Optimization exercise on an open flow, not production practice.
RTL: at most simulated, not proved equivalent.
Function not checked: runs 1 and 2.
Power: default activity.

<file path="config.mk">
export PLATFORM = sky130hd
export DESIGN_NAME = exec_core
export DESIGN_NICKNAME = exec_core
export VERILOG_FILES = /design/flow/design.v
export SDC_FILE = /design/flow/constraint.sdc
export NUM_CORES = 8
export LEC_CHECK = 0
export CAP_MARGIN = 20
export CORE_MARGIN = 2
export CORE_UTILIZATION = 40
export PLACE_DENSITY = 0.6
export SETUP_SLACK_MARGIN = 5
export SLEW_MARGIN = 20
export SYNTH_HIERARCHICAL = 1
export SYNTH_MINIMUM_KEEP_SIZE = 0
export TNS_END_PERCENT = 100
</file>
<file path="constraint.sdc">
create_clock -name core_clock -period 10.0 [get_ports {clk}]
set_input_delay 2.0000 -clock core_clock [delete_from_list [all_inputs] [get_ports {clk}]]
set_output_delay 2.0000 -clock core_clock [all_outputs]
set_load 0.01 [all_outputs]
</file>
<file path="design.v">
package riscv_pkg;
    localparam int xlen = 32;
    localparam logic [6:0] OPCODE_LOAD   = 7'b0000011;
    localparam logic [6:0] OPCODE_OP_IMM = 7'b0010011;
    localparam logic [6:0] OPCODE_STORE  = 7'b0100011;
    localparam logic [6:0] OPCODE_OP     = 7'b0110011;
    localparam logic [6:0] OPCODE_LUI    = 7'b0110111;
    localparam logic [6:0] OPCODE_BRANCH = 7'b1100011;
    typedef struct packed {
        logic [31:0] q0;        
        logic [31:4] q1;        
        logic        c4;        
        logic [7:1]  gg;        
        logic [7:1]  gp;        
        logic        ltx;       
        logic        brx;       
        logic [31:0] sh;        
        logic [1:0]  shamt;     
        logic [1:0]  shamt_n;   
        logic        fill;      
        logic        sel_sll;
        logic        sel_sr;
        logic        sel_lt;
        logic        br_eq;
        logic        br_lt;
        logic        br_inv;
    } stage_t;
endpackage
module g_inv (input logic a, output logic y);
    assign y = ~a;
endmodule
module g_nand2 (input logic a, input logic b, output logic y);
    assign y = ~(a & b);
endmodule
module g_nand3 (input logic a, input logic b, input logic c, output logic y);
    assign y = ~(a & b & c);
endmodule
module g_nor3 (input logic a, input logic b, input logic c, output logic y);
    assign y = ~(a | b | c);
endmodule
module g_nand4 (input logic a, input logic b, input logic c, input logic d, output logic y);
    assign y = ~(a & b & c & d);
endmodule
module g_nor2 (input logic a, input logic b, output logic y);
    assign y = ~(a | b);
endmodule
module g_aoi21 (input logic a1, input logic a2, input logic b, output logic y);
    assign y = ~((a1 & a2) | b);
endmodule
module g_oai21 (input logic a1, input logic a2, input logic b, output logic y);
    assign y = ~((a1 | a2) & b);
endmodule
module g_aoi22 (input logic a1, input logic a2, input logic b1, input logic b2, output logic y);
    assign y = ~((a1 & a2) | (b1 & b2));
endmodule
module g_xor2 (input logic a, input logic b, output logic y);
    assign y = a ^ b;
endmodule
module g_xnor2 (input logic a, input logic b, output logic y);
    assign y = ~(a ^ b);
endmodule
module g_a21boi (input logic a1, input logic a2, input logic bn, output logic y);
    assign y = ~((a1 & a2) | ~bn);
endmodule
module g_mux2i (input logic s, input logic a0, input logic a1, output logic y);
    assign y = ~(s ? a1 : a0);
endmodule
`timescale 1ns/1ps
module regfile #(
    parameter int data_width = 32
) (
    input  logic                  clk,
    input  logic                  arst_n,
    input  logic [4:0]            rs1_addr,
    input  logic [4:0]            rs2_addr,
    input  logic                  rs2_en,
    input  logic                  fwd1,
    input  logic                  fwd2,
    input  logic [data_width-1:0] fwd_data,
    input  logic [4:0]            wr_addr,
    input  logic                  wr_en,
    input  logic [data_width-1:0] wr_data,
    output logic [data_width-1:0] rs1_data,
    output logic [data_width-1:0] rs2_data
);
    logic [31:1] written;
    logic [31:1] we;
    logic [31:1] readable;
    logic [31:1] sel1, sel2;
    logic [data_width-1:0] regs [1:31];
    for (genvar r = 1; r < 32; r++) begin : g_reg
        assign we[r]        = wr_en && (wr_addr == 5'(r));
        assign readable[r]  = written[r] && !we[r];
        always_ff @(posedge clk or negedge arst_n) begin
            if (!arst_n) written[r] <= 1'b0;
            else if (we[r]) written[r] <= 1'b1;
        end
        always_ff @(posedge clk) begin
            if (we[r]) regs[r] <= wr_data;
        end
    end
    rf_dec rd1_dec (.addr(rs1_addr), .en(readable),  .sel(sel1));
    rf_dec rd2_dec (.addr(rs2_addr), .en(readable),  .sel(sel2));
    for (genvar i = 0; i < data_width; i++) begin : g_col
        logic [31:0] col;
        for (genvar r = 1; r < 32; r++) begin : g_bit
            assign col[r] = regs[r][i];
        end
        assign col[0] = fwd_data[i];
        rf_col rd1_col (.sel({sel1, fwd1}), .d(col), .en(1'b1),   .y(rs1_data[i]));
        rf_col rd2_col (.sel({sel2, fwd2}), .d(col), .en(rs2_en), .y(rs2_data[i]));
    end
endmodule
module rf_dec (
    input  logic [4:0]  addr,
    input  logic [31:1] en,
    output logic [31:1] sel
);
    logic [4:0] an;
    logic [3:0] hi;
    logic [7:0] lo;
    for (genvar i = 0; i < 5; i++) begin : g_an
        g_inv u (.a(addr[i]), .y(an[i]));
    end
    for (genvar h = 0; h < 4; h++) begin : g_hi
        g_nor2 u (.a(((h >> 1) & 1) ? an[4] : addr[4]), .b((h & 1) ? an[3] : addr[3]), .y(hi[h]));
    end
    for (genvar l = 0; l < 8; l++) begin : g_lo
        g_nor3 u (.a(((l >> 2) & 1) ? an[2] : addr[2]), .b(((l >> 1) & 1) ? an[1] : addr[1]),
                  .c((l & 1) ? an[0] : addr[0]), .y(lo[l]));
    end
    for (genvar r = 1; r < 32; r++) begin : g_sel
        logic sn;
        g_nand3 u_n (.a(hi[r >> 3]), .b(lo[r & 7]), .c(en[r]), .y(sn));
        g_inv   u_i (.a(sn), .y(sel[r]));
    end
endmodule
module rf_col (
    input  logic [31:0] sel,
    input  logic [31:0] d,
    input  logic        en,
    output logic        y
);
    logic [15:0] l1;
    logic [3:0]  l2;
    logic [1:0]  l3;
    for (genvar k = 0; k < 16; k++) begin : g_l1
        g_aoi22 u (.a1(sel[2*k]), .a2(d[2*k]), .b1(sel[2*k+1]), .b2(d[2*k+1]), .y(l1[k]));
    end
    for (genvar k = 0; k < 4; k++) begin : g_l2
        g_nand4 u (.a(l1[4*k]), .b(l1[4*k+1]), .c(l1[4*k+2]), .d(l1[4*k+3]), .y(l2[k]));
    end
    g_nor2  u_l3a (.a(l2[0]), .b(l2[1]), .y(l3[0]));
    g_nor2  u_l3b (.a(l2[2]), .b(l2[3]), .y(l3[1]));
    g_a21boi u_l4 (.a1(l3[0]), .a2(l3[1]), .bn(en), .y(y));
endmodule
`timescale 1ns/1ps
module decode_alu (
    input  logic [31:0]       a,           
    input  logic [31:0]       s2,          
    input  logic [31:0]       k,           
    input  logic [31:0]       imm,
    input  logic              sub,
    input  logic              sel_add,
    input  logic              lp,
    input  logic              lg,
    input  logic              lui,
    input  logic              sel_sll,
    input  logic              sel_sr,
    input  logic              sra,
    input  logic              lt_signed,
    input  logic              sel_lt,
    input  logic              br_eq,
    input  logic              br_lt,
    input  logic              br_inv,
    output riscv_pkg::stage_t st
);
    logic [31:0] t, p, pn, gn, g, other_n;
    logic [31:0] s0n;             
    logic [31:4] s1n;             
    logic        subn;
    assign subn = ~sub;
    for (genvar i = 0; i < 32; i++) begin : g_pg
        g_xor2  u_t  (.a(s2[i]), .b(k[i]), .y(t[i]));
        g_xnor2 u_pn (.a(a[i]), .b(t[i]), .y(pn[i]));
        g_nand2 u_gn (.a(a[i]), .b(t[i]), .y(gn[i]));
        g_xor2  u_p  (.a(a[i]), .b(t[i]), .y(p[i]));
        g_inv   u_g  (.a(gn[i]), .y(g[i]));
    end
    assign other_n = ~((p & {32{lp}}) | (g & {32{lg}}) | (imm & {32{lui}}));
    for (genvar b = 0; b < 8; b++) begin : g_grp
        logic [3:0] g1, p1, g2n, p2n;
        logic [3:0] pb, pnb, gnb;
        assign pb  = p[4*b +: 4];
        assign pnb = pn[4*b +: 4];
        assign gnb = gn[4*b +: 4];
        assign g1[0] = g[4*b];
        assign p1[0] = pb[0];
        for (genvar j = 1; j < 4; j++) begin : g_l1
            g_oai21 u_g (.a1(pnb[j]), .a2(gnb[j-1]), .b(gnb[j]), .y(g1[j]));
            g_nor2  u_p (.a(pnb[j]), .b(pnb[j-1]), .y(p1[j]));
        end
        assign g2n[0] = gnb[0];
        assign p2n[0] = pnb[0];
        g_inv u_g2n1 (.a(g1[1]), .y(g2n[1]));
        g_inv u_p2n1 (.a(p1[1]), .y(p2n[1]));
        for (genvar j = 2; j < 4; j++) begin : g_l2
            g_aoi21 u_g (.a1(p1[j]), .a2(g1[j-2]), .b(g1[j]), .y(g2n[j]));
            g_nand2 u_p (.a(p1[j]), .b(p1[j-2]), .y(p2n[j]));
        end
        for (genvar j = 0; j < 4; j++) begin : g_sum
            localparam int I = 4*b + j;
            if (b == 0) begin : g_cin
                if (j == 0) begin : g_j0
                    g_xnor2 u_s (.a(pb[0]), .b(sub), .y(s0n[I]));
                end else if (j == 1) begin : g_j1
                    logic c;
                    g_oai21 u_c (.a1(pnb[0]), .a2(subn), .b(gnb[0]), .y(c));
                    g_xnor2 u_s (.a(pb[j]), .b(c), .y(s0n[I]));
                end else if (j == 2) begin : g_j2
                    logic cn;
                    g_aoi21 u_c (.a1(p1[1]), .a2(sub), .b(g1[1]), .y(cn));
                    g_xor2  u_s (.a(pb[j]), .b(cn), .y(s0n[I]));
                end else begin : g_j3
                    logic c;
                    g_oai21 u_c (.a1(p2n[2]), .a2(subn), .b(g2n[2]), .y(c));
                    g_xnor2 u_s (.a(pb[j]), .b(c), .y(s0n[I]));
                end
            end else begin : g_cs
                if (j == 0) begin : g_j0
                    assign s0n[I] = pnb[0];
                    assign s1n[I] = pb[0];
                end else if (j == 1) begin : g_j1
                    logic c1;
                    g_xor2  u_s0 (.a(pb[j]), .b(gnb[0]), .y(s0n[I]));
                    g_nand2 u_c1 (.a(gnb[0]), .b(pnb[0]), .y(c1));
                    g_xnor2 u_s1 (.a(pb[j]), .b(c1), .y(s1n[I]));
                end else if (j == 2) begin : g_j2
                    logic c1n;
                    g_xnor2 u_s0 (.a(pb[j]), .b(g1[1]), .y(s0n[I]));
                    g_nor2  u_c1 (.a(g1[1]), .b(p1[1]), .y(c1n));
                    g_xor2  u_s1 (.a(pb[j]), .b(c1n), .y(s1n[I]));
                end else begin : g_j3
                    logic c1;
                    g_xor2  u_s0 (.a(pb[j]), .b(g2n[2]), .y(s0n[I]));
                    g_nand2 u_c1 (.a(g2n[2]), .b(p2n[2]), .y(c1));
                    g_xnor2 u_s1 (.a(pb[j]), .b(c1), .y(s1n[I]));
                end
            end
        end
        if (b == 0) begin : g_c4
            g_oai21 u_c (.a1(p2n[3]), .a2(subn), .b(g2n[3]), .y(st.c4));
        end else begin : g_gp
            g_inv u_g (.a(g2n[3]), .y(st.gg[b]));
            g_inv u_p (.a(p2n[3]), .y(st.gp[b]));
        end
    end
    for (genvar i = 0; i < 32; i++) begin : g_q0
        g_mux2i u (.s(sel_add), .a0(other_n[i]), .a1(s0n[i]), .y(st.q0[i]));
    end
    for (genvar i = 4; i < 32; i++) begin : g_q1
        g_mux2i u (.s(sel_add), .a0(other_n[i]), .a1(s1n[i]), .y(st.q1[i]));
    end
    assign st.ltx = ~(lt_signed & (a[31] ^ ~t[31]));
    assign st.brx = st.ltx ^ br_inv;
    logic [31:0] x0, x1, x2, x3;
    logic        fill, fill_n;
    assign fill   = sra & a[31];
    assign fill_n = ~fill;
    for (genvar i = 0; i < 32; i++) begin : g_sh
        g_mux2i u0 (.s(sel_sll), .a0(a[i]), .a1(a[31-i]), .y(x0[i]));
        if (i + 16 < 32) begin : g_a
            g_mux2i u1 (.s(t[4]), .a0(x0[i]), .a1(x0[i+16]), .y(x1[i]));
        end else begin : g_b
            g_mux2i u1 (.s(t[4]), .a0(x0[i]), .a1(fill_n), .y(x1[i]));
        end
        if (i + 8 < 32) begin : g_c
            g_mux2i u2 (.s(t[3]), .a0(x1[i]), .a1(x1[i+8]), .y(x2[i]));
        end else begin : g_d
            g_mux2i u2 (.s(t[3]), .a0(x1[i]), .a1(fill), .y(x2[i]));
        end
        if (i + 4 < 32) begin : g_e
            g_mux2i u3 (.s(t[2]), .a0(x2[i]), .a1(x2[i+4]), .y(x3[i]));
        end else begin : g_f
            g_mux2i u3 (.s(t[2]), .a0(x2[i]), .a1(fill_n), .y(x3[i]));
        end
    end
    assign st.sh      = x3;
    assign st.shamt   = t[1:0];
    assign st.shamt_n = ~t[1:0];
    assign st.fill    = fill;
    assign st.sel_sll = sel_sll;
    assign st.sel_sr  = sel_sr;
    assign st.sel_lt  = sel_lt;
    assign st.br_eq   = br_eq;
    assign st.br_lt   = br_lt;
    assign st.br_inv  = br_inv;
endmodule
`timescale 1ns/1ps
module decode_ctrl (
    input  logic [31:0] inst,
    input  logic        inst_valid,
    input  logic        fwd_valid,    
    input  logic [4:0]  fwd_rd,
    output logic        wb,           
    output logic        rs2_en,       
    output logic        fwd1,         
    output logic        fwd2,         
    output logic [31:0] k,            
    output logic [31:0] imm,
    output logic        sub,          
    output logic        sel_add,
    output logic        lp,           
    output logic        lg,
    output logic        lui,
    output logic        sel_sll,
    output logic        sel_sr,
    output logic        sra,
    output logic        lt_signed,
    output logic        sel_lt,
    output logic        br_eq,
    output logic        br_lt,
    output logic        br_inv
);
    logic [6:0] opcode;
    logic [2:0] f3;
    logic       is_op, is_imm, is_load, is_store, is_br, arith;
    assign opcode = inst[6:0];
    assign f3     = inst[14:12];
    assign is_op    = opcode == riscv_pkg::OPCODE_OP;
    assign is_imm   = opcode == riscv_pkg::OPCODE_OP_IMM;
    assign lui      = opcode == riscv_pkg::OPCODE_LUI;
    assign is_load  = opcode == riscv_pkg::OPCODE_LOAD;
    assign is_store = opcode == riscv_pkg::OPCODE_STORE;
    assign is_br    = opcode == riscv_pkg::OPCODE_BRANCH;
    assign arith    = is_op || is_imm;
    assign wb = inst_valid && (inst[11:7] != 5'd0) && (arith || lui || is_load);
    assign rs2_en = is_op || is_br;
    assign fwd1   = fwd_valid && fwd_rd == inst[19:15];
    assign fwd2   = fwd_valid && fwd_rd == inst[24:20];
    assign sel_add   = (arith && f3 == 3'b000) || is_load || is_store;
    assign sel_sll   = arith && f3 == 3'b001;
    assign sel_sr    = arith && f3 == 3'b101;
    assign sra       = sel_sr && inst[30];
    assign sel_lt    = (arith && f3[2:1] == 2'b01) || (is_br && f3[2]);
    assign lt_signed = (arith && f3 == 3'b010) || (is_br && f3[2:1] == 2'b10);
    assign sub       = (is_op && f3 == 3'b000 && inst[30]) || sel_lt;
    assign lp        = (arith && (f3 == 3'b100 || f3 == 3'b110)) || (is_br && f3[2:1] == 2'b00);
    assign lg        = arith && f3[2:1] == 2'b11;
    assign br_eq     = is_br && f3[2:1] == 2'b00;
    assign br_lt     = is_br && f3[2];
    assign br_inv    = f3[0];
    always_comb begin
        if (lui)           imm = {inst[31:12], 12'b0};
        else if (is_store) imm = {{20{inst[31]}}, inst[31:25], inst[11:7]};
        else               imm = {{20{inst[31]}}, inst[31:20]};
    end
    assign k = rs2_en ? {32{sub}} : (imm ^ {32{sub}});
endmodule
`timescale 1ns/1ps
module alu_exec (
    input  riscv_pkg::stage_t st,
    output logic [31:0]       result,      
    output logic [31:0]       result_int,  
    output logic              taken
);
    logic [7:0] e_g, e_p, l1g_n, l1p_n, l2g, l2p, l3g_n;
    assign e_g = {st.gg, st.c4};
    assign e_p = {st.gp, 1'b0};
    g_inv u_l1g0 (.a(st.c4), .y(l1g_n[0]));
    assign l1p_n[0] = 1'b1;
    for (genvar k = 1; k < 8; k++) begin : g_l1
        g_aoi21 u_g (.a1(e_p[k]), .a2(e_g[k-1]), .b(e_g[k]), .y(l1g_n[k]));
        if (k >= 2) begin : g_p
            g_nand2 u_p (.a(e_p[k]), .b(e_p[k-1]), .y(l1p_n[k]));
        end else begin : g_p1
            assign l1p_n[k] = 1'b1;    
        end
    end
    assign l2g[0] = st.c4;
    g_inv u_l2g1 (.a(l1g_n[1]), .y(l2g[1]));
    assign l2p[1:0] = 2'b00;
    for (genvar k = 2; k < 8; k++) begin : g_l2
        g_oai21 u_g (.a1(l1p_n[k]), .a2(l1g_n[k-2]), .b(l1g_n[k]), .y(l2g[k]));
        g_nor2  u_p (.a(l1p_n[k]), .b(l1p_n[k-2]), .y(l2p[k]));
    end
    assign l3g_n[3:0] = 4'hf;    
    for (genvar k = 4; k < 8; k++) begin : g_l3
        g_aoi21 u_g (.a1(l2p[k]), .a2(l2g[k-4]), .b(l2g[k]), .y(l3g_n[k]));
    end
    logic c32;
    g_inv u_c32 (.a(l3g_n[7]), .y(c32));
    logic [31:0] sum_n;
    assign sum_n[3:0] = ~st.q0[3:0];
    for (genvar b = 1; b < 8; b++) begin : g_sel
        for (genvar j = 0; j < 4; j++) begin : g_bit
            localparam int I = 4*b + j;
            if (b == 1) begin : g_1
                g_mux2i u (.s(st.c4), .a0(st.q0[I]), .a1(st.q1[I]), .y(sum_n[I]));
            end else if (b == 2) begin : g_2
                g_mux2i u (.s(l1g_n[1]), .a0(st.q1[I]), .a1(st.q0[I]), .y(sum_n[I]));
            end else if (b < 5) begin : g_34
                g_mux2i u (.s(l2g[b-1]), .a0(st.q0[I]), .a1(st.q1[I]), .y(sum_n[I]));
            end else begin : g_57
                g_mux2i u (.s(l3g_n[b-1]), .a0(st.q1[I]), .a1(st.q0[I]), .y(sum_n[I]));
            end
        end
    end
    logic [31:0] y4, y5, shx_n;
    logic        fill_n;
    assign fill_n = ~st.fill;
    for (genvar i = 0; i < 32; i++) begin : g_sh
        logic a4, a5;
        assign a4 = (i + 2 < 32) ? st.sh[(i + 2) % 32] : st.fill;
        if (i < 16) begin : g_lo
            g_mux2i u4 (.s(st.shamt[1]), .a0(st.sh[i]), .a1(a4), .y(y4[i]));
            g_mux2i u5 (.s(st.shamt[0]), .a0(y4[i]), .a1(y4[i+1]), .y(y5[i]));
        end else begin : g_hi
            g_mux2i u4 (.s(st.shamt_n[1]), .a0(a4), .a1(st.sh[i]), .y(y4[i]));
            if (i + 1 < 32) begin : g_c
                g_mux2i u5 (.s(st.shamt_n[0]), .a0(y4[i+1]), .a1(y4[i]), .y(y5[i]));
            end else begin : g_d
                g_mux2i u5 (.s(st.shamt_n[0]), .a0(fill_n), .a1(y4[i]), .y(y5[i]));
            end
        end
    end
    for (genvar i = 0; i < 32; i++) begin : g_shx
        g_aoi22 u (.a1(st.sel_sr), .a2(y5[i]), .b1(st.sel_sll), .b2(y5[31-i]), .y(shx_n[i]));
    end
    logic lt, eq;
    assign lt = c32 ^ st.ltx;
    assign eq = ~|st.q0;
    for (genvar i = 1; i < 32; i++) begin : g_res
        g_nand2 u_out (.a(sum_n[i]), .b(shx_n[i]), .y(result[i]));
        g_nand2 u_int (.a(sum_n[i]), .b(shx_n[i]), .y(result_int[i]));
    end
    logic lt_n;
    assign lt_n = ~(st.sel_lt & lt);
    g_nand3 u_out0 (.a(sum_n[0]), .b(shx_n[0]), .c(lt_n), .y(result[0]));
    g_nand3 u_int0 (.a(sum_n[0]), .b(shx_n[0]), .c(lt_n), .y(result_int[0]));
    assign taken = (st.br_eq & (eq ^ st.br_inv)) | (st.br_lt & (c32 ^ st.brx));
endmodule
`timescale 1ns/1ps
module exec_core #(
    parameter int data_width = riscv_pkg::xlen
) (
    input  logic                  clk,
    input  logic                  arst_n,
    input  logic [31:0]           inst,
    input  logic                  inst_valid,
    output logic [data_width-1:0] result,
    output logic [4:0]            result_rd,
    output logic                  result_valid,
    output logic                  branch_taken
);
    logic [31:0] rs1_data, rs2_data, res, res_int, k, imm;
    logic        valid_q, wb_q, wb_d;
    logic [4:0]  rd_q;
    logic        rs2_en, fwd1, fwd2;
    logic        sub, sel_add, lp, lg, lui, sel_sll, sel_sr, sra;
    logic        lt_signed, sel_lt, br_eq, br_lt, br_inv;
    riscv_pkg::stage_t st_d, st_q;
    decode_ctrl decode_ctrl_inst (
        .inst       (inst),
        .inst_valid (inst_valid),
        .fwd_valid  (wb_q),
        .fwd_rd     (rd_q),
        .wb         (wb_d),
        .rs2_en     (rs2_en),
        .fwd1       (fwd1),
        .fwd2       (fwd2),
        .k          (k),
        .imm        (imm),
        .sub        (sub),
        .sel_add    (sel_add),
        .lp         (lp),
        .lg         (lg),
        .lui        (lui),
        .sel_sll    (sel_sll),
        .sel_sr     (sel_sr),
        .sra        (sra),
        .lt_signed  (lt_signed),
        .sel_lt     (sel_lt),
        .br_eq      (br_eq),
        .br_lt      (br_lt),
        .br_inv     (br_inv)
    );
    regfile #(.data_width(32)) regfile_inst (
        .clk      (clk),
        .arst_n   (arst_n),
        .rs1_addr (inst[19:15]),
        .rs2_addr (inst[24:20]),
        .rs2_en   (rs2_en),
        .fwd1     (fwd1),
        .fwd2     (fwd2),
        .fwd_data (res_int),
        .wr_addr  (rd_q),
        .wr_en    (wb_q),
        .wr_data  (res_int),
        .rs1_data (rs1_data),
        .rs2_data (rs2_data)
    );
    decode_alu decode_alu_inst (
        .a         (rs1_data),
        .s2        (rs2_data),
        .k         (k),
        .imm       (imm),
        .sub       (sub),
        .sel_add   (sel_add),
        .lp        (lp),
        .lg        (lg),
        .lui       (lui),
        .sel_sll   (sel_sll),
        .sel_sr    (sel_sr),
        .sra       (sra),
        .lt_signed (lt_signed),
        .sel_lt    (sel_lt),
        .br_eq     (br_eq),
        .br_lt     (br_lt),
        .br_inv    (br_inv),
        .st        (st_d)
    );
    always_ff @(posedge clk or negedge arst_n) begin
        if (!arst_n) begin
            valid_q <= 1'b0;
            wb_q    <= 1'b0;
        end else begin
            valid_q <= inst_valid;
            wb_q    <= wb_d;
        end
    end
    always_ff @(posedge clk) begin
        rd_q <= inst[11:7];
        st_q <= st_d;
    end
    alu_exec alu_exec_inst (
        .st     (st_q),
        .result     (res),
        .result_int (res_int),
        .taken      (branch_taken)
    );
    assign result       = res;
    assign result_rd    = rd_q;
    assign result_valid = valid_q;
endmodule
</file>
<file path="flow/run.sh">
#!/bin/bash
# Own layout flow: the standard layout (standard.sh) with these changes.
#  1. DONT_USE_CELLS adds the full and half adder cells (fa, ha) and the
#     clkdlybuf4s delay buffers to the platform's list (flow/dont_use.txt
#     holds the whole list), so synthesis maps adders to plain gates and
#     port buffering and repair use ordinary buffers.
#  2. After synthesis, a22oi_2 and a21oi_2 cells (what synthesis makes of
#     the design's single-gate modules) start at size 1, and the gates of
#     the register file's read decoders and columns get drive strengths
#     that suit their loads (flow/swap.tcl, rules in flow/settings.sh).
#  3. Clock tree synthesis without dummy loads, with small sink clusters
#     (flow/settings.sh).
#  4. Timing repair aims at a shorter period than the design's clock
#     (setup margin from flow/settings.sh) on all endpoints.
# Everything else (synthesis script, floorplan, power grid, placement,
# routing, the clock period and constraints) is the standard flow.
# Each tool's full output goes to a log file here (flow_*.log); ORFS also
# writes each step's log under orfs/logs/.
set -euo pipefail
source flow/settings.sh
du="$(cat flow/dont_use.txt)"
vars=("DONT_USE_CELLS=$du" "CTS_ARGS=$CTS_ARGS" "SETUP_SLACK_MARGIN=$MARGIN" "TNS_END_PERCENT=$TNS")
res="orfs/results/${FLOW_PLATFORM:-sky130hd}/exec_core/base"

bash standard.sh "${vars[@]}" synth > flow_synth.log 2>&1
ODB_IN="$res/1_synth.odb" ODB_OUT="$res/1_synth.odb" SWAP="$SWAP" SIZE="${SIZE:-}" \
  openroad -no_init -exit flow/swap.tcl > flow_swap.log 2>&1
touch "$res/1_synth.sdc"
bash standard.sh "${vars[@]}" finish > flow_finish.log 2>&1
</file>
<file path="flow/dont_use.txt">
sky130_fd_sc_hd__probe_p_8 sky130_fd_sc_hd__probec_p_8 sky130_fd_sc_hd__lpflow_bleeder_1 sky130_fd_sc_hd__lpflow_clkbufkapwr_1 sky130_fd_sc_hd__lpflow_clkbufkapwr_16 sky130_fd_sc_hd__lpflow_clkbufkapwr_2 sky130_fd_sc_hd__lpflow_clkbufkapwr_4 sky130_fd_sc_hd__lpflow_clkbufkapwr_8 sky130_fd_sc_hd__lpflow_clkinvkapwr_1 sky130_fd_sc_hd__lpflow_clkinvkapwr_16 sky130_fd_sc_hd__lpflow_clkinvkapwr_2 sky130_fd_sc_hd__lpflow_clkinvkapwr_4 sky130_fd_sc_hd__lpflow_clkinvkapwr_8 sky130_fd_sc_hd__lpflow_decapkapwr_12 sky130_fd_sc_hd__lpflow_decapkapwr_3 sky130_fd_sc_hd__lpflow_decapkapwr_4 sky130_fd_sc_hd__lpflow_decapkapwr_6 sky130_fd_sc_hd__lpflow_decapkapwr_8 sky130_fd_sc_hd__lpflow_inputiso0n_1 sky130_fd_sc_hd__lpflow_inputiso0p_1 sky130_fd_sc_hd__lpflow_inputiso1n_1 sky130_fd_sc_hd__lpflow_inputiso1p_1 sky130_fd_sc_hd__lpflow_inputisolatch_1 sky130_fd_sc_hd__lpflow_isobufsrc_1 sky130_fd_sc_hd__lpflow_isobufsrc_16 sky130_fd_sc_hd__lpflow_isobufsrc_2 sky130_fd_sc_hd__lpflow_isobufsrc_4 sky130_fd_sc_hd__lpflow_isobufsrc_8 sky130_fd_sc_hd__lpflow_isobufsrckapwr_16 sky130_fd_sc_hd__lpflow_lsbuf_lh_hl_isowell_tap_1 sky130_fd_sc_hd__lpflow_lsbuf_lh_hl_isowell_tap_2 sky130_fd_sc_hd__lpflow_lsbuf_lh_hl_isowell_tap_4 sky130_fd_sc_hd__lpflow_lsbuf_lh_isowell_4 sky130_fd_sc_hd__lpflow_lsbuf_lh_isowell_tap_1 sky130_fd_sc_hd__lpflow_lsbuf_lh_isowell_tap_2 sky130_fd_sc_hd__lpflow_lsbuf_lh_isowell_tap_4 sky130_fd_sc_hd__fa_1 sky130_fd_sc_hd__fa_2 sky130_fd_sc_hd__fa_4 sky130_fd_sc_hd__ha_1 sky130_fd_sc_hd__ha_2 sky130_fd_sc_hd__ha_4 sky130_fd_sc_hd__clkdlybuf4s15_1 sky130_fd_sc_hd__clkdlybuf4s15_2 sky130_fd_sc_hd__clkdlybuf4s18_1 sky130_fd_sc_hd__clkdlybuf4s18_2 sky130_fd_sc_hd__clkdlybuf4s25_1 sky130_fd_sc_hd__clkdlybuf4s25_2 sky130_fd_sc_hd__clkdlybuf4s50_1 sky130_fd_sc_hd__clkdlybuf4s50_2
</file>
<file path="flow/settings.sh">
# Settings read by flow/run.sh
CTS_ARGS="-sink_clustering_enable -repair_clock_nets -dont_use_dummy_load -sink_clustering_size 20 -sink_clustering_max_diameter 50 -buf_list {sky130_fd_sc_hd__clkbuf_4 sky130_fd_sc_hd__clkbuf_8}"
MARGIN=5.5
TNS=100
SWAP="sky130_fd_sc_hd__a22oi_2 sky130_fd_sc_hd__a22oi_1 sky130_fd_sc_hd__a21oi_2 sky130_fd_sc_hd__a21oi_1"
SIZE="*_dec.g_sel*.sn d sky130_fd_sc_hd__nand3_2
*_dec.g_sel*.sn s sky130_fd_sc_hd__inv_6
*_dec.g_hi*.u.y d sky130_fd_sc_hd__nor2_2
*_dec.g_lo*.u.y d sky130_fd_sc_hd__nor3_2
*_dec.an* d sky130_fd_sc_hd__inv_2
*_dec.g_an* d sky130_fd_sc_hd__inv_2"
</file>
<file path="flow/swap.tcl">
# Set the sizes of some cells in the synthesized design before the
# floorplan. SWAP lists pairs "from to" of masters with the same function:
# every instance of "from" becomes "to" (the single-gate modules start at
# their smallest size). SIZE lists triples "net-pattern role master": the
# driver (role d) or the sinks (role s) of each net whose name matches the
# pattern get that master (same function, another drive strength). The
# layout's repair steps resize further where timing needs it.
read_db $::env(ODB_IN)
set db [ord::get_db]
set block [ord::get_db_block]
proc master {name} {
  set m [$::db findMaster $name]
  if {$m eq "NULL" || $m eq ""} { error "no master $name" }
  return $m
}
set map [dict create]
foreach {from to} [expr {[info exists ::env(SWAP)] ? $::env(SWAP) : ""}] { dict set map $from $to }
set n 0
foreach inst [$block getInsts] {
  set m [[$inst getMaster] getName]
  if {[dict exists $map $m]} {
    $inst swapMaster [master [dict get $map $m]]
    incr n
  }
}
puts "swapped $n instances"
set rules [expr {[info exists ::env(SIZE)] ? $::env(SIZE) : ""}]
foreach {pat role to} $rules {
  set k 0
  set nm [master $to]
  foreach net [$block getNets] {
    if {![string match $pat [$net getName]]} continue
    foreach it [$net getITerms] {
      set want [expr {$role eq "d" ? [$it isOutputSignal] : [$it isInputSignal]}]
      if {!$want} continue
      set inst [$it getInst]
      set old [[$inst getMaster] getName]
      # only the same function: the names must agree up to the drive suffix
      regsub {_[0-9]+$} $old "" of
      regsub {_[0-9]+$} $to "" nf
      if {$of ne $nf} { puts "skip $old on [$net getName]"; continue }
      $inst swapMaster $nm
      incr k
    }
  }
  puts "rule $pat $role $to: $k instances"
}
write_db $::env(ODB_OUT)
</file>
<file path="standard.sh">
#!/bin/bash
# synth_recipe.tcl (not shown) runs the flow's synth.tcl, then flattens the netlist and writes it again
# the make line also repeats each setting of config.mk as NAME=value (left out here)
make -C /OpenROAD-flow-scripts/flow DESIGN_CONFIG=/design/flow/config.mk WORK_HOME=/design/flow/orfs CLKGATE_MAP_FILE= SYNTH_SCRIPT=/design/flow/synth_recipe.tcl "${@:-finish}"
</file>
==> results by group, run 1 <==
Clocking
  • Worst skew pair latency: 0.91 ns
  • Longest Clk Path Bufs: 3
  • Clk sinks: 1,150
  • Num CTS Buffers: 111
  • CTS tree: done
  • Clock transition at path regs: 0.08 ns
  • Root Driver: clkbuf_8
  • Hold Buf Count CTS: 0
  • H-Tree Depth: 3

Critical path
  • CP endpoint kind: output pin
  • Crit path launch type: register
  • Worst setup path class: register to output pin
  • Worst EP required: 8.00 ns
  • Crit Path Max Fanout: 6
  • Arrival @ worst endpoint: 2.71 ns

Cells and area
  • Most common cell after layout, fill and taps aside: a22oi_1
  • Nets@finish: 4,372
  • Area Growth Syn to Fin: 15.4%
  • Layout cell share with drive strength beyond 1: 19.7%
  • Most frequent cells in the layout: a22oi_1 (1,015), edfxtp_1 (992), nand4_1 (259), mux2i_1 (232), nand2_1 (165)

Route
  • Final ANT Viol Nets: 0
  • Metal3 WL: 27.6 mm
  • Met2 routed WL: 88.6 mm
  • Top Metal Used: met5
  • Initial DRC Count: 7,007
  • Wire length on met1: 77.7 mm
  • DR vias: 40,800
  • WL per Instance: 34.0 um
  • Via density: 6.69
  • Wirelength, routed: 208 mm
  • TritonRoute pass-1 iters: 10
  • Drt drc: 0

Placed design
  • PortBufs: 73
  • DP Worst Slack: 3.34 ns
  • Hpwl dp: 130 mm
  • GP Congestion: 0.975

Floorplan
  • Initial core utilization: 40.3%
  • CORE AREA: 131,000 um2
  • Die area: 136,000 um2
  • Die Wd: 368 um
  • Die H: 368 um
  • # IOs: 74
  • Site row count: 133

STA
  • Final hold vios: 0
  • Setup TNS: 0 ns
  • Setup slack after layout: 5.29 ns
  • Fmax: 212 MHz
  • # setup viols final: 0
  • Clock Skew: 0.139 ns
  • Final Max Tran Viols: 0
  • RSZ-0062 raised after global routing: true
  • Worst Tran Pin Value: 1.20 ns
  • Tcrit/Tclk final: 47.1%
  • Worst slew margin: 20.1%
  • Min Tclk post-route: 4.71 ns

Logic synthesis
  • Yosys warns: 10
  • Synth Cell Area: 53,000 um2
  • Syn Inst Count: 3,892
  • Syn avg cell area: 13.6 um2

Global routing
  • GRT overflow: 0
  • Vias in the first global route: 37,300
  • Largest net degree at the start of global routing: 61
  • GRT Resource Usage Total: 29.0%
  • First-pass GRT wire length: 280 mm
  • Initial antenna violation count: 12

Flow run
  • # Max-Cap Violations: 0

Pwr
  • Design Power: 8.14 mW
  • Pwr per Cell Area: 133 nW/um2
  • Leak: 17.5 nW
  • Maximum VDD drop: 0.000104 V

Worst hold path
  • Worst hold path type: register to register

Outcome
  • Outcome: no timing/DRC/antenna violations
==> per-layer routing <==
layer	vias to the layer above	track usage [%]
met1	20500	38.6
met3	467	8.37
met2	3003	41.9
met4	4	17.2
met5	-	0
li1	16900	-
==> report_power, final <==
group          total [mW]  switching (mW)  leakage, nW  internal [mW]
clock network        2.51            1.53        0.798          0.978
logic               0.441           0.286         8.37          0.155
registers            5.18          0.0217         8.36           5.16
==> final timing paths <==
path	start	end	slack, ns	cells after the start
max	st_q[10]	result[3]	5.29	7
min	regfile_inst.written[7]	regfile_inst.written[7]	0.48	1
max reg2reg	rd_q[0]	st_q[83]	5.55	16
min reg2reg	regfile_inst.written[7]	regfile_inst.written[7]	0.48	1
max in group asynchronous	arst_n	regfile_inst.written[5]	7.98	1
min in group asynchronous	arst_n	valid_q	1.25	1
==> area by class of cell <==
class / instances / area, um2
Sequential cell: 1150 / 33200
Fill cell: 11600 / 70200
Timing Repair inverter: 10 / 97.6
Tap cell: 1755 / 2200
Multi-Input combinational cell: 2595 / 21200
Clock buffer: 111 / 1530
Timing Repair Buffer: 332 / 2050
Antenna cell: 15 / 37.5
Inverter: 137 / 976
==> critical path: stages, from the launching register on <==
cell and delay [ns]:
dfxtp_4 0.42, buf_6 0.12, buf_1 0.16, mux2i_2 0.32
mux2i_1 0.17, a22oi_2 0.32, nand2_2 0.13, buf_6 0.14
==> stage by stage <==
step                      util, %  hold WS [ns]  area, um2  cells
after floorplan                 -         0.436      53300   3923
after global placement       42.6         0.452      56000   5789
after detailed placement     42.7         0.455      56100   5791
after CTS                    45.1         0.471      59300   5992
after global routing         46.6         0.487      61200   6095
final                        46.6         0.477      61200   6105
==> timing repair <==
item / in CTS / in global routing
hold endpoints to repair: 0 / 0
buffers inserted: 84 / 89
resized for setup: 240 / 298
cloned: 6 / 9
setup endpoints to repair: 144 / 125
pin swaps: 45 / 99
==> sequential cells by signal (all words and copies together) (netlist names) <==
| name | cells |
|---|---|
| wb_q | 1 |
| regfile_inst.written | 31 |
| st_q | 120 |
| valid_q | 1 |
| rd_q | 5 |
| regfile_inst.regs | 992 |
==> run 2: changes to the inputs <==
--- a/flow/settings.sh
+++ b/flow/settings.sh
@@ -10,2 +10,5 @@
 *_dec.an* d sky130_fd_sc_hd__inv_2
 *_dec.g_an* d sky130_fd_sc_hd__inv_2"
+SIZE="$SIZE
+*_col.g_l2*.u.y d sky130_fd_sc_hd__nand4_2
+*_col.l3* d sky130_fd_sc_hd__nor2_2"
==> results by group, run 2 <==
Pwr
  • Clock power frac: 31.9% (was 30.9%)
  • Pwr per Cell Area: 133 nW/um2 (about the same)
  • Combinational group share of total power: 5.1% (was 5.4%)
  • Internal: 6.37 mW (was 6.30 mW)
  • Psw: 1.86 mW (was 1.84 mW)
  • Switching share of power: 22.6% (about the same)
  • Leak: 17.3 nW (was 17.5 nW)
  • Register share of total power: 63.1% (was 63.7%)
  • Maximum VDD drop: 0.000107 V (was 0.000104 V)

Cells and area
  • Most frequent cells in the layout: a22oi_1 (1,030), edfxtp_1 (992), mux2i_1 (259), nand4_2 (252), nand2_1 (165) (was a22oi_1 (1,015), edfxtp_1 (992), nand4_1 (259), mux2i_1 (232), nand2_1 (165))
  • Fill cells: 12,100 (was 11,600)
  • Multi-input logic area: 22,500 um2 (was 21,200 um2)
  • Top Registers: regfile_inst.regs: 992 flops, st_q: 120 flops, regfile_inst.written: 31 flops (unchanged)
  • Area Growth Syn to Fin: 13.0% (was 15.4%)
  • Nets@finish: 4,309 (was 4,372)
  • Cell area after layout: 62,100 um2 (was 61,200 um2)
  • Largest Register: regfile_inst.regs (unchanged)
  • Register area: 33,100 um2 (was 33,200 um2)
  • Final std cells w/o fill: 6,074 (was 6,105)
  • Max reg flops: 992 (unchanged)
  • Layout cell share with drive strength beyond 1: 24.8% (was 19.7%)
  • Most common cell after layout, fill and taps aside: a22oi_1 (unchanged)
  • Post-Route Utilization: 45.3% (was 46.6%)

Floorplan
  • Die area: 140,000 um2 (was 136,000 um2)
  • Die Wd: 375 um (was 368 um)
  • CORE AREA: 137,000 um2 (was 131,000 um2)
  • Die H: 375 um (was 368 um)
  • Site row count: 136 (was 133)
  • # IOs: 74 (unchanged)
  • Initial core utilization: 40.1% (was 40.3%)

Global routing
  • First-pass GRT wire length: 281 mm (was 280 mm)
  • Vias in the first global route: 37,000 (was 37,300)
  • GRT overflow: 0 (unchanged)
  • GRT Resource Usage Total: 28.3% (was 29.0%)
  • Initial antenna violation count: 7 (was 12)
  • Largest net degree at the start of global routing: 65 (was 61)

Placed design
  • GP Congestion: 0.977 (was 0.975)
  • Inst Count DP: 5,830 (was 5,791)
  • Dpl cell area: 58,100 um2 (was 56,100 um2)
  • PortBufs: 73 (unchanged)
  • Hpwl dp: 134 mm (was 130 mm)

Outcome
  • Outcome: no timing/DRC/antenna violations (unchanged)

Logic synthesis
  • Synth Cell Area: 55,000 um2 (was 53,000 um2)
  • Yosys warns: 10 (unchanged)
  • Syn avg cell area: 14.1 um2 (was 13.6 um2)
  • Syn Inst Count: 3,892 (unchanged)

Critical path
  • Arrival @ worst endpoint: 5.30 ns (was 2.71 ns)
  • Worst EP required: 10.68 ns (was 8.00 ns)
  • Crit Path Max Fanout: 32 (was 6)
  • CP startpoint: inst[21] (was st_q[10])
  • R2r setup slk: 5.51 ns (was 5.55 ns)
  • R2r startpoint: rd_q[1] (was rd_q[0])
  • CP endpoint kind: register (was output pin)
  • Worst setup path class: input port to register (was register to output pin)
  • FF-to-FF path depth: 13 (was 16)
  • RR Endpoint: st_q[53] (was st_q[83])
  • Crit path launch type: input port (was register)

STA
  • Tcrit/Tclk final: 46.2% (was 47.1%)
  • Fmax: 217 MHz (was 212 MHz)
  • Final hold vios: 0 (unchanged)
  • Clock Skew: 0.0731 ns (was 0.139 ns)
  • Min Tclk post-route: 4.62 ns (was 4.71 ns)
  • Setup TNS: 0 ns (unchanged)
  • # setup viols final: 0 (unchanged)
  • Final Max Tran Viols: 0 (unchanged)
  • RSZ-0062 raised after global routing: true (unchanged)
  • Worst slew margin: 18.3% (was 20.1%)
  • Worst Tran Pin Value: 1.23 ns (was 1.20 ns)

Route
  • Wirelength, routed: 205 mm (was 208 mm)
  • DR vias: 39,500 (was 40,800)
  • TritonRoute pass-1 iters: 9 (was 10)
  • Initial DRC Count: 5,910 (was 7,007)
  • Via density: 6.51 (was 6.69)
  • Final ANT Viol Nets: 0 (unchanged)
  • WL per Instance: 33.8 um (was 34.0 um)
  • Drt drc: 0 (unchanged)

Worst hold path
  • Worst hold path type: register to register (unchanged)
  • Hold endpoint: regfile_inst.written[1] (was regfile_inst.written[7])
  • Worst Hold Launch: regfile_inst.written[1] (was regfile_inst.written[7])
  • Hold path depth: 2 (was 1)

Clocking
  • CTS tree: done (unchanged)
  • Worst skew pair latency: 0.85 ns (was 0.91 ns)
  • H-Tree Depth: 3 (unchanged)
  • Longest Clk Path Bufs: 3 (unchanged)
  • Clk sinks: 1,150 (unchanged)
  • Num CTS Buffers: 121 (was 111)
  • Clock transition at path regs: 0.05 ns (was 0.08 ns)
  • Root Driver: clkbuf_8 (unchanged)

Flow run
  • # Max-Cap Violations: 0 (unchanged)
==> run 2: worst max-delay path, stage by stage <==
cell      delay [ns]
clkbuf_2        0.16
buf_6           0.20
nor3_4          0.37
nand3_2         0.19
inv_8           0.25
a22oi_1         0.16
nand4_2         0.19
nor2_2          0.15
a21boi_2        0.44
xor2_4          0.29
xnor2_1         0.19
nor2_1          0.08
a21oi_1         0.48
inv_1           0.08
==> run 2: stage by stage <==
stage          power (mW)  setup WS [ns]  hold slack, ns
4_1_cts              8.23           5.38           0.464
3_5_place_dp         5.64           3.16           0.453
6_report             8.23           5.38           0.473
3_3_place_gp         5.64           3.21           0.450
2_1_floorplan        5.51           4.87           0.436
5_1_grt              8.44           5.41           0.492
==> run 2: metal layers <==
layer  vias to the layer above  track usage, %  routed length [um]  part of all wire, %
met5                         -               0                  43                0.021
met4                         2            15.9               12900                  6.3
met3                       363            6.93               22800                   11
met2                      2292            41.8               89100                   43
met1                     20200            38.0               80600                   39
li1                      16700               -                   -                    -
==> run 2: cell type report <==
type | instances | area share (%)
inverters | 137 | 1.49
repair buffers | 271 | 2.52
clock buffers | 121 | 2.68
flip-flops and latches | 1150 | 53.4
well taps | 1794 | 3.62
diodes | 8 | 0.0322
multi-input cells | 2593 | 36.3
==> run 2: worst max-delay path by stage <==
stage,endpoint,cells past startpoint
floorplan,st_q[91],14
global placement,st_q[33],14
detailed placement,st_q[33],14
CTS,branch_taken,4
global route,st_q[87],16
finish,st_q[53],14
==> run 2: what timing repair did <==
action	4_1_cts	5_1_grt
hold buffers	0	0
setup buffers	72	38
setup endpoints to repair	145	120
pin swaps	26	35
gates resized for setup	164	155
cloned	3	0
==> run 2: power by group through the flow <==
stage / clock network [mW] / registers, mW / logic [mW]
3_5_place_dp: 0 / 5.29 / 0.349
3_3_place_gp: 0 / 5.29 / 0.346
4_1_cts: 2.66 / 5.19 / 0.383
5_1_grt: 2.82 / 5.19 / 0.432
2_1_floorplan: 0 / 5.29 / 0.225
6_report: 2.62 / 5.19 / 0.416
==> run 3: changes to the inputs <==
--- a/design.v
+++ b/design.v
@@ -176,5 +176,5 @@
     output riscv_pkg::stage_t st
 );
-    logic [31:0] t, p, pn, gn, g, other_n;
+    logic [31:0] t, p, pn, qn, gn, g, other_n;
     logic [31:0] s0n;             
     logic [31:4] s1n;             
@@ -183,6 +183,11 @@
     for (genvar i = 0; i < 32; i++) begin : g_pg
         g_xor2  u_t  (.a(s2[i]), .b(k[i]), .y(t[i]));
-        g_xnor2 u_pn (.a(a[i]), .b(t[i]), .y(pn[i]));
+        g_nor2  u_qn (.a(a[i]), .b(t[i]), .y(qn[i]));
         g_nand2 u_gn (.a(a[i]), .b(t[i]), .y(gn[i]));
+        if (i % 4 == 0) begin : g_pn
+            g_xnor2 u_pn (.a(a[i]), .b(t[i]), .y(pn[i]));
+        end else begin : g_npn
+            assign pn[i] = 1'b0;    
+        end
         g_xor2  u_p  (.a(a[i]), .b(t[i]), .y(p[i]));
         g_inv   u_g  (.a(gn[i]), .y(g[i]));
@@ -191,16 +196,17 @@
     for (genvar b = 0; b < 8; b++) begin : g_grp
         logic [3:0] g1, p1, g2n, p2n;
-        logic [3:0] pb, pnb, gnb;
+        logic [3:0] pb, pnb, qnb, gnb;
         assign pb  = p[4*b +: 4];
         assign pnb = pn[4*b +: 4];
+        assign qnb = qn[4*b +: 4];
         assign gnb = gn[4*b +: 4];
         assign g1[0] = g[4*b];
         assign p1[0] = pb[0];
         for (genvar j = 1; j < 4; j++) begin : g_l1
-            g_oai21 u_g (.a1(pnb[j]), .a2(gnb[j-1]), .b(gnb[j]), .y(g1[j]));
-            g_nor2  u_p (.a(pnb[j]), .b(pnb[j-1]), .y(p1[j]));
+            g_oai21 u_g (.a1(qnb[j]), .a2(gnb[j-1]), .b(gnb[j]), .y(g1[j]));
+            g_nor2  u_p (.a(qnb[j]), .b(qnb[j-1]), .y(p1[j]));
         end
         assign g2n[0] = gnb[0];
-        assign p2n[0] = pnb[0];
+        assign p2n[0] = qnb[0];
         g_inv u_g2n1 (.a(g1[1]), .y(g2n[1]));
         g_inv u_p2n1 (.a(p1[1]), .y(p2n[1]));
@@ -216,5 +222,5 @@
                 end else if (j == 1) begin : g_j1
                     logic c;
-                    g_oai21 u_c (.a1(pnb[0]), .a2(subn), .b(gnb[0]), .y(c));
+                    g_oai21 u_c (.a1(qnb[0]), .a2(subn), .b(gnb[0]), .y(c));
                     g_xnor2 u_s (.a(pb[j]), .b(c), .y(s0n[I]));
                 end else if (j == 2) begin : g_j2
@@ -234,5 +240,5 @@
                     logic c1;
                     g_xor2  u_s0 (.a(pb[j]), .b(gnb[0]), .y(s0n[I]));
-                    g_nand2 u_c1 (.a(gnb[0]), .b(pnb[0]), .y(c1));
+                    g_nand2 u_c1 (.a(gnb[0]), .b(qnb[0]), .y(c1));
                     g_xnor2 u_s1 (.a(pb[j]), .b(c1), .y(s1n[I]));
                 end else if (j == 2) begin : g_j2
==> results by group, run 3 <==
STA
  • Worst hold slack: 0.469 ns (was 0.473 ns)
  • Clock Skew: 0.0952 ns (was 0.0731 ns)
  • # setup viols final: 0 (unchanged)
  • RSZ-0062 raised after global routing: true (unchanged)
  • Final hold vios: 0 (unchanged)
  • Min Tclk post-route: 4.57 ns (was 4.62 ns)
  • Setup TNS: 0 ns (unchanged)
  • Worst Tran Pin Value: 1.19 ns (was 1.23 ns)
  • Tcrit/Tclk final: 45.7% (was 46.2%)
  • Fmax: 219 MHz (was 217 MHz)
  • Final Max Tran Viols: 0 (unchanged)
  • Worst slew margin: 20.5% (was 18.3%)

Worst hold path
  • Hold path depth: 2 (unchanged)
  • Worst hold path type: register to register (unchanged)
  • Hold endpoint: regfile_inst.written[1] (unchanged)
  • Worst Hold Launch: regfile_inst.written[1] (unchanged)

Placed design
  • Dpl cell area: 58,000 um2 (was 58,100 um2)
  • Hpwl dp: 134 mm (about the same)
  • PortBufs: 73 (unchanged)
  • GP Congestion: 0.971 (was 0.977)

Critical path
  • Crit Path Max Fanout: 32 (unchanged)
  • Most common cell on crit path: nor2_2
  • R2r startpoint: rd_q[1] (unchanged)
  • RR Endpoint: st_q[110] (was st_q[53])
  • CP endpoint kind: register (unchanged)
  • Critical path cell sequence: buf_1 > buf_2 > nor2_2 > nand3_2 > inv_6 > a22oi_1 > nand4_2 > nor2_2 > a21boi_4 > xor2_1 > a222oi_1 > mux2i_1 (was clkbuf_2 > buf_6 > nor3_4 > nand3_2 > inv_8 > a22oi_1 > nand4_2 > nor2_2 > a21boi_2 > xor2_4 > xnor2_1 > nor2_1 > a21oi_1 > inv_1)
  • Crit path launch type: input port (unchanged)
  • Largest stage delay, worst path: 0.52 ns (was 0.48 ns)
  • Slowest cell on crit path: a222oi_1 (was a21oi_1)
  • Arrival @ worst endpoint: 5.26 ns (was 5.30 ns)
  • Buffers and inverters on the worst path: 3 (was 4)
  • FF-to-FF path depth: 12 (was 13)
  • R2r setup slk: 5.64 ns (was 5.51 ns)
  • Worst setup path class: input port to register (unchanged)
  • Top Family by Delay on Critical Path: simple AND/OR/NAND/NOR gates (was compound AO/OA/AOI/OAI gates)
  • Worst EP required: 10.69 ns (was 10.68 ns)

Flow run
  • # Max-Cap Violations: 0 (unchanged)

Pwr
  • Leak: 17.3 nW (about the same)
  • Pwr per Cell Area: 132 nW/um2 (was 133 nW/um2)
  • Design Power: 8.20 mW (was 8.23 mW)
  • Maximum VDD drop: 0.0000993 V (was 0.000107 V)

Global routing
  • First-pass GRT wire length: 282 mm (was 281 mm)
  • Vias in the first global route: 37,200 (was 37,000)
  • Initial antenna violation count: 7 (unchanged)
  • Largest net degree at the start of global routing: 66 (was 65)
  • GRT overflow: 0 (unchanged)
  • GRT Resource Usage Total: 28.3% (about the same)

Cells and area
  • Max reg flops: 992 (unchanged)
  • Layout cell share with drive strength beyond 1: 25.6% (was 24.8%)
  • Largest Register: regfile_inst.regs (unchanged)
  • Area Growth Syn to Fin: 12.8% (was 13.0%)
  • Most common cell after layout, fill and taps aside: a22oi_1 (unchanged)
  • Cell area after layout: 61,900 um2 (was 62,100 um2)
  • Top Registers: regfile_inst.regs: 992 flops, st_q: 120 flops, regfile_inst.written: 31 flops (unchanged)
  • Most frequent cells in the layout: a22oi_1 (1,030), edfxtp_1 (992), nand4_2 (253), mux2i_1 (243), nand2_1 (166) (was a22oi_1 (1,030), edfxtp_1 (992), mux2i_1 (259), nand4_2 (252), nand2_1 (165))
  • Post-Route Utilization: 45.6% (was 45.3%)
  • Nets@finish: 4,324 (was 4,309)

Clocking
  • Clk sinks: 1,150 (unchanged)
  • CTS tree: done (unchanged)
  • Num CTS Buffers: 118 (was 121)
  • Clock transition at path regs: 0.07 ns (was 0.05 ns)
  • H-Tree Depth: 3 (unchanged)
  • Root Driver: clkbuf_8 (unchanged)
  • Worst skew pair latency: 0.88 ns (was 0.85 ns)
  • Longest Clk Path Bufs: 3 (unchanged)

Route
  • Wirelength, routed: 207 mm (was 205 mm)
  • DR vias: 39,900 (was 39,500)
  • WL per Instance: 34.0 um (was 33.8 um)
  • Drt drc: 0 (unchanged)
  • Final ANT Viol Nets: 0 (unchanged)
  • Via density: 6.57 (was 6.51)
  • TritonRoute pass-1 iters: 8 (was 9)
  • Initial DRC Count: 5,780 (was 5,910)

Floorplan
  • Die Wd: 374 um (was 375 um)
  • Initial core utilization: 40.4% (was 40.1%)
  • # IOs: 74 (unchanged)
  • Die H: 374 um (was 375 um)
  • CORE AREA: 136,000 um2 (was 137,000 um2)
  • Site row count: 135 (was 136)
  • Die area: 140,000 um2 (about the same)

Logic synthesis
  • Syn Inst Count: 3,899 (was 3,892)
  • Syn avg cell area: 14.1 um2 (about the same)
  • Yosys warns: 10 (unchanged)
  • Synth Cell Area: 54,900 um2 (was 55,000 um2)

Outcome
  • Outcome: no timing/DRC/antenna violations (unchanged)
==> run 3: through the flow <==
step,worst slack (ns),std cells
after floorplan,4.90,3930
after global placement,3.25,5830
after detailed placement,3.18,5832
after CTS,5.33,6030
after global routing,5.38,6069
final,5.43,6076
==> run 3: worst register-to-register path, cell delays in order (launching register included) <==
cell	delay (ns)
dfxtp_1	0.57
or4b_1	0.90
o21a_1	0.36
nand3_2	0.15
inv_8	0.12
a22oi_1	0.26
nand4_2	0.29
nor2_2	0.26
a21boi_2	0.13
xor2_1	0.28
xor2_1	0.20
a222oi_1	0.52
mux2i_1	0.16
==> run 3: area by class of cell <==
class,instances,area [um2]
multi-input cells,2602,22400
clock buffers,118,1620
inverters,137,906
flip-flops and latches,1150,33100
repair buffers,280,1630
diodes,8,20.0
fillers,12100,73900
well taps,1781,2230
==> run 3: report_power, final <==
| group | total, mW | switching (mW) | internal (mW) |
|---|---|---|---|
| Combinational | 0.423 | 0.280 | 0.143 |
| Sequential | 5.18 | 0.0197 | 5.16 |
| Clock | 2.59 | 1.56 | 1.04 |
| Total | 8.20 | 1.86 | 6.34 |
==> run 3: what timing repair did <==
action	4_1_cts	5_1_grt
pin swaps	39	31
setup endpoints to repair	144	126
resized for setup	186	143
gates cloned	5	0
hold buffers	0	0
setup buffers	75	36
==> run 3: per-layer routing <==
metal,track usage [%],wire length (um)
met4,15.4,12100
met1,37.7,81000
met2,41.5,89100
met5,0.686,146
met3,8.20,24200
==> run 3: how the worst max path moves through the flow <==
stage / to / start / slack [ns] / cells after the start
6_report: st_q[110] / inst[19] / 5.43 / 12
5_1_grt: branch_taken / st_q[45] / 5.38 / 9
4_1_cts: branch_taken / st_q[109] / 5.33 / 5
3_5_place_dp: st_q[32] / inst[22] / 3.18 / 14
3_3_place_gp: st_q[16] / inst[22] / 3.25 / 14
2_1_floorplan: st_q[62] / inst[21] / 4.90 / 13
==> run 4: changes to the inputs <==
--- a/flow/settings.sh
+++ b/flow/settings.sh
@@ -10,5 +10,2 @@
 *_dec.an* d sky130_fd_sc_hd__inv_2
 *_dec.g_an* d sky130_fd_sc_hd__inv_2"
-SIZE="$SIZE
-*_col.g_l2*.u.y d sky130_fd_sc_hd__nand4_2
-*_col.l3* d sky130_fd_sc_hd__nor2_2"
--- a/config.mk
+++ b/config.mk
@@ -8,6 +8,6 @@
 export CAP_MARGIN = 20
 export CORE_MARGIN = 2
-export CORE_UTILIZATION = 40
-export PLACE_DENSITY = 0.6
+export CORE_UTILIZATION = 55
+export PLACE_DENSITY = 0.7
 export SETUP_SLACK_MARGIN = 5
 export SLEW_MARGIN = 20
==> results by group, run 4 <==
Flow run
  • # Max-Cap Violations: 0 (unchanged)

Clocking
  • H-Tree Depth: 3 (unchanged)
  • CTS tree: done (unchanged)
  • Root Driver: clkbuf_8 (unchanged)
  • Clock transition at path regs: 0.06 ns (was 0.07 ns)
  • Clk sinks: 1,150 (unchanged)
  • Worst skew pair latency: 0.87 ns (was 0.88 ns)
  • Longest Clk Path Bufs: 3 (unchanged)
  • Num CTS Buffers: 114 (was 118)

STA
  • Final hold vios: 0 (unchanged)
  • Worst Tran Pin Value: 1.21 ns (was 1.19 ns)
  • Final Max Tran Viols: 0 (unchanged)
  • Worst slew margin: 19.4% (was 20.5%)
  • Fmax: 219 MHz (unchanged)
  • RSZ-0062 raised after global routing: true (unchanged)
  • Tcrit/Tclk final: 45.7% (unchanged)
  • Setup TNS: 0 ns (unchanged)
  • # setup viols final: 0 (unchanged)
  • Min Tclk post-route: 4.57 ns (unchanged)
  • Clock Skew: 0.135 ns (was 0.0952 ns)

Floorplan
  • Site row count: 113 (was 135)
  • CORE AREA: 95,200 um2 (was 136,000 um2)
  • # IOs: 74 (unchanged)
  • Die H: 314 um (was 374 um)
  • Die area: 98,700 um2 (was 140,000 um2)
  • Initial core utilization: 55.6% (was 40.4%)
  • Die Wd: 314 um (was 374 um)

Global routing
  • Largest net degree at the start of global routing: 59 (was 66)
  • Vias in the first global route: 37,400 (was 37,200)
  • First-pass GRT wire length: 273 mm (was 282 mm)
  • GRT Resource Usage Total: 39.4% (was 28.3%)
  • GRT overflow: 0 (unchanged)
  • Initial antenna violation count: 10 (was 7)

Logic synthesis
  • Yosys warns: 10 (unchanged)
  • Synth Cell Area: 52,900 um2 (was 54,900 um2)
  • Syn avg cell area: 13.6 um2 (was 14.1 um2)
  • Syn Inst Count: 3,899 (unchanged)

Worst hold path
  • Hold path depth: 2 (unchanged)
  • Hold endpoint: regfile_inst.written[2] (was regfile_inst.written[1])
  • Worst Hold Launch: regfile_inst.written[2] (was regfile_inst.written[1])
  • Worst hold path type: register to register (unchanged)

Outcome
  • Outcome: no timing/DRC/antenna violations (unchanged)

Critical path
  • FF-to-FF path depth: 15 (was 12)
  • Arrival @ worst endpoint: 5.22 ns (was 5.26 ns)
  • Worst setup path class: input port to register (unchanged)
  • R2r setup slk: 5.51 ns (was 5.64 ns)
  • RR Endpoint: st_q[91] (was st_q[110])
  • CP endpoint kind: register (unchanged)
  • Crit Path Max Fanout: 32 (unchanged)
  • CP startpoint: inst[17] (was inst[19])
  • R2r startpoint: rd_q[4] (was rd_q[1])
  • Worst EP required: 10.65 ns (was 10.69 ns)
  • Crit path launch type: input port (unchanged)

Cells and area
  • Most frequent cells in the layout: a22oi_1 (1,031), edfxtp_1 (992), mux2i_1 (263), nand4_1 (259), nand2_1 (159) (was a22oi_1 (1,030), edfxtp_1 (992), nand4_2 (253), mux2i_1 (243), nand2_1 (166))
  • Max reg flops: 992 (unchanged)
  • Post-Route Utilization: 62.4% (was 45.6%)
  • Nets@finish: 4,298 (was 4,324)
  • Area Growth Syn to Fin: 12.1% (was 12.8%)
  • Top Registers: regfile_inst.regs: 992 flops, st_q: 120 flops, regfile_inst.written: 31 flops (unchanged)
  • Largest Register: regfile_inst.regs (unchanged)
  • Most common cell after layout, fill and taps aside: a22oi_1 (unchanged)
  • Layout cell share with drive strength beyond 1: 17.5% (was 25.6%)

Pwr
  • Pwr per Cell Area: 137 nW/um2 (was 132 nW/um2)
  • Leak: 17.2 nW (was 17.3 nW)
  • Maximum VDD drop: 0.000132 V (was 0.0000993 V)

Placed design
  • PortBufs: 73 (unchanged)
  • Hpwl dp: 127 mm (was 134 mm)
  • GP Congestion: 1.01 (was 0.971)

Route
  • WL per Instance: 36.0 um (was 34.0 um)
  • Wirelength, routed: 199 mm (was 207 mm)
  • Drt drc: 0 (unchanged)
  • Initial DRC Count: 7,656 (was 5,780)
  • DR vias: 40,600 (was 39,900)
  • TritonRoute pass-1 iters: 10 (was 8)
  • Final ANT Viol Nets: 0 (unchanged)
  • Via density: 7.34 (was 6.57)
## run 4: timing repair
action | CTS | global route
pin swaps | 28 | 32
hold buffers | 0 | 0
setup buffers | 68 | 33
gates cloned | 4 | 1
resized for setup | 175 | 199
setup endpoints to repair | 143 | 115
## run 4: metal layers
| layer | GRT usage, % | vias up | part of all wire [%] | wire (um) |
|---|---|---|---|---|
| li1 | - | 16700 | - | - |
| met1 | 52.5 | 20100 | 36 | 72500 |
| met2 | 56.1 | 3303 | 42 | 83500 |
| met3 | 13.7 | 518 | 15 | 28900 |
| met4 | 22.6 | 0 | 7.2 | 14400 |
| met5 | 0 | - | 0 | 0 |
## run 4: cell type report
| type | count | area [um2] |
|---|---|---|
| Fill cell | 7250 | 35800 |
| Sequential cell | 1150 | 33100 |
| Multi-Input combinational cell | 2602 | 20600 |
| Inverter | 137 | 941 |
| Clock buffer | 114 | 1570 |
| Antenna cell | 6 | 15.0 |
| Tap cell | 1265 | 1580 |
| Timing Repair Buffer | 258 | 1520 |
## run 4: metrics by stage
| stage | setup slack (ns) | cells | power [mW] | cell area (um2) | hold slack, ns |
|---|---|---|---|---|---|
| 2_1_floorplan | 4.89 | 3930 | 5.50 | 53200 | 0.436 |
| 3_3_place_gp | 3.08 | 5305 | 5.62 | 55400 | 0.450 |
| 3_5_place_dp | 3.09 | 5305 | 5.62 | 55400 | 0.457 |
| 4_1_cts | 5.49 | 5491 | 8.07 | 58200 | 0.470 |
| 5_1_grt | 5.39 | 5530 | 8.31 | 59300 | 0.493 |
| 6_report | 5.43 | 5532 | 8.11 | 59400 | 0.476 |
## run 4: worst max-delay path by stage
| stage | end | slack [ns] | cells after the start |
|---|---|---|---|
| 2_1_floorplan | st_q[62] | 4.89 | 13 |
| 3_3_place_gp | st_q[19] | 3.08 | 14 |
| 3_5_place_dp | st_q[26] | 3.09 | 14 |
| 4_1_cts | result[21] | 5.49 | 6 |
| 5_1_grt | st_q[86] | 5.39 | 15 |
| 6_report | st_q[14] | 5.43 | 14 |
## run 4: worst max-delay path, stage by stage
cell	delay, ns
buf_2	0.21
inv_2	0.21
nor3_4	0.07
buf_6	0.15
nand3_2	0.11
inv_8	0.12
a22oi_1	0.23
nand4_1	0.37
nor2_2	0.60
a21boi_2	0.22
mux2i_1	0.34
mux2i_1	0.18
mux2i_1	0.24
mux2i_1	0.13
## run 4: report_power, final
group / total, mW / switching (mW) / internal (mW)
clock network: 2.52 / 1.51 / 1.00
logic: 0.409 / 0.272 / 0.137
registers: 5.18 / 0.0202 / 5.16
total: 8.11 / 1.80 / 6.30
==> run 5: changes to the inputs <==
--- a/config.mk
+++ b/config.mk
@@ -8,6 +8,6 @@
 export CAP_MARGIN = 20
 export CORE_MARGIN = 2
-export CORE_UTILIZATION = 55
-export PLACE_DENSITY = 0.7
+export CORE_UTILIZATION = 40
+export PLACE_DENSITY = 0.6
 export SETUP_SLACK_MARGIN = 5
 export SLEW_MARGIN = 20
==> results by group, run 5 <==
Clocking
  • Clock transition at path regs: 0.07 ns (was 0.06 ns)
  • Root Driver: clkbuf_8 (unchanged)
  • CTS tree: done (unchanged)
  • Hold Buf Count CTS: 0 (unchanged)
  • H-Tree Depth: 3 (unchanged)

Cells and area
  • Area Growth Syn to Fin: 13.8% (was 12.1%)
  • Most frequent cells in the layout: a22oi_1 (1,027), edfxtp_1 (992), nand4_1 (259), mux2i_1 (246), nand2_1 (161) (was a22oi_1 (1,031), edfxtp_1 (992), mux2i_1 (263), nand4_1 (259), nand2_1 (159))
  • Nets@finish: 4,311 (was 4,298)

Pwr
  • Pwr per Cell Area: 134 nW/um2 (was 137 nW/um2)
  • Maximum VDD drop: 0.000109 V (was 0.000132 V)

Critical path
  • Buffers and inverters on the worst path: 4 (unchanged)
  • Worst EP required: 10.68 ns (was 10.65 ns)
  • Top Family by Delay on Critical Path: simple AND/OR/NAND/NOR gates (unchanged)
  • Worst setup path class: input port to register (unchanged)
  • RR Endpoint: st_q[91] (unchanged)
  • Critical path cell sequence: clkbuf_2 > buf_6 > nor3_4 > buf_6 > nand3_2 > inv_8 > a22oi_1 > nand4_1 > nor2_2 > a21boi_2 > xor2_1 > xor2_1 > a222oi_1 > mux2i_1 (was buf_2 > inv_2 > nor3_4 > buf_6 > nand3_2 > inv_8 > a22oi_1 > nand4_1 > nor2_2 > a21boi_2 > mux2i_1 > mux2i_1 > mux2i_1 > mux2i_1)
  • Arrival @ worst endpoint: 5.23 ns (was 5.22 ns)
  • WP depth: 14 (unchanged)
  • FF-to-FF path depth: 15 (unchanged)
  • Largest stage delay, worst path: 0.50 ns (was 0.60 ns)

STA
  • Min Tclk post-route: 4.55 ns (was 4.57 ns)
  • Fmax: 220 MHz (was 219 MHz)
  • # setup viols final: 0 (unchanged)
  • Tcrit/Tclk final: 45.5% (was 45.7%)
  • Worst slew margin: 21.1% (was 19.4%)
  • Worst Tran Pin Value: 1.18 ns (was 1.21 ns)

Flow run
  • # Max-Cap Violations: 0 (unchanged)

Global routing
  • Vias in the first global route: 37,200 (was 37,400)
  • GRT overflow: 0 (unchanged)
  • Largest net degree at the start of global routing: 48 (was 59)
  • First-pass GRT wire length: 277 mm (was 273 mm)
  • Initial antenna violation count: 10 (unchanged)
  • GRT Resource Usage Total: 28.7% (was 39.4%)

Worst hold path
  • Worst hold path type: register to register (unchanged)
  • Worst Hold Launch: regfile_inst.written[10] (was regfile_inst.written[2])

Floorplan
  • Die area: 135,000 um2 (was 98,700 um2)
  • CORE AREA: 131,000 um2 (was 95,200 um2)
  • Initial core utilization: 40.3% (was 55.6%)
  • Die Wd: 368 um (was 314 um)
  • Site row count: 133 (was 113)
  • # IOs: 74 (unchanged)

Logic synthesis
  • Synth Cell Area: 52,900 um2 (unchanged)
  • Yosys warns: 10 (unchanged)

Route
  • Initial DRC Count: 6,448 (was 7,656)
  • TritonRoute pass-1 iters: 9 (was 10)
  • Final ANT Viol Nets: 0 (unchanged)

Placed design
  • Hpwl dp: 129 mm (was 127 mm)
  • PortBufs: 73 (unchanged)

Outcome
  • Outcome: no timing/DRC/antenna violations (unchanged)
run 5: where the power goes:
part	switching, mW	total (mW)	internal [mW]	leakage (nW)
clock	1.52	2.49	0.970	0.791
sequential	0.0227	5.19	5.16	8.36
combinational	0.269	0.408	0.139	8.01
total	1.81	8.08	6.27	17.2
run 5: per-stage QoR:
| step | setup WS [ns] | utilization, % | area, um2 | std cells |
|---|---|---|---|---|
| finish | 5.45 | 45.8 | 60200 | 6042 |
| global placement | 3.44 | 42.5 | 55900 | 5790 |
| CTS | 5.43 | 44.9 | 59000 | 5977 |
| floorplan | 4.89 | - | 53200 | 3930 |
| global route | 5.38 | 45.8 | 60200 | 6031 |
| detailed placement | 3.40 | 42.5 | 55900 | 5791 |
run 5: cell type report:
cell class                 count  area, um2
antenna                       13       32.5
multi-input combinational   2602      20700
sequential                  1150      33100
clock buffer                 110       1510
timing repair inverter         1       8.76
inverter                     137        918
fill                       11700      71200
timing repair buffer         274       1740
tap                         1755       2200
run 5: how the worst max path moves through the flow:
stage	from	end	slack, ns
6_report	inst[20]	st_q[95]	5.45
5_1_grt	st_q[8]	result[16]	5.38
4_1_cts	st_q[113]	branch_taken	5.43
3_5_place_dp	inst[24]	st_q[25]	3.40
3_3_place_gp	inst[24]	st_q[25]	3.44
2_1_floorplan	inst[21]	st_q[62]	4.89
run 5: timing repair:
action	4_1_cts	5_1_grt
endpoints found under the setup margin	187	121
pin swaps	41	56
gates cloned	4	2
gates resized for setup	213	197
setup buffers	72	46
run 5: worst reg2reg max path: cells and delay by family (launching register included):
| family | cells | cell delay [ns] |
|---|---|---|
| simple gates | 7 | 2.06 |
| compound gates | 4 | 0.99 |
| flops | 1 | 0.60 |
| xor+xnor | 2 | 0.42 |
| buf+inv | 1 | 0.17 |
| mux | 1 | 0.08 |
run 5: layer usage:
| metal | global-route usage, % | share of wire (%) | vias up |
|---|---|---|---|
| li1 | - | - | 16700 |
| met1 | 37.4 | 37 | 20200 |
| met2 | 42.3 | 43 | 2843 |
| met3 | 8.78 | 14 | 432 |
| met4 | 16.7 | 6.6 | 2 |
| met5 | 0 | 0.0089 | - |
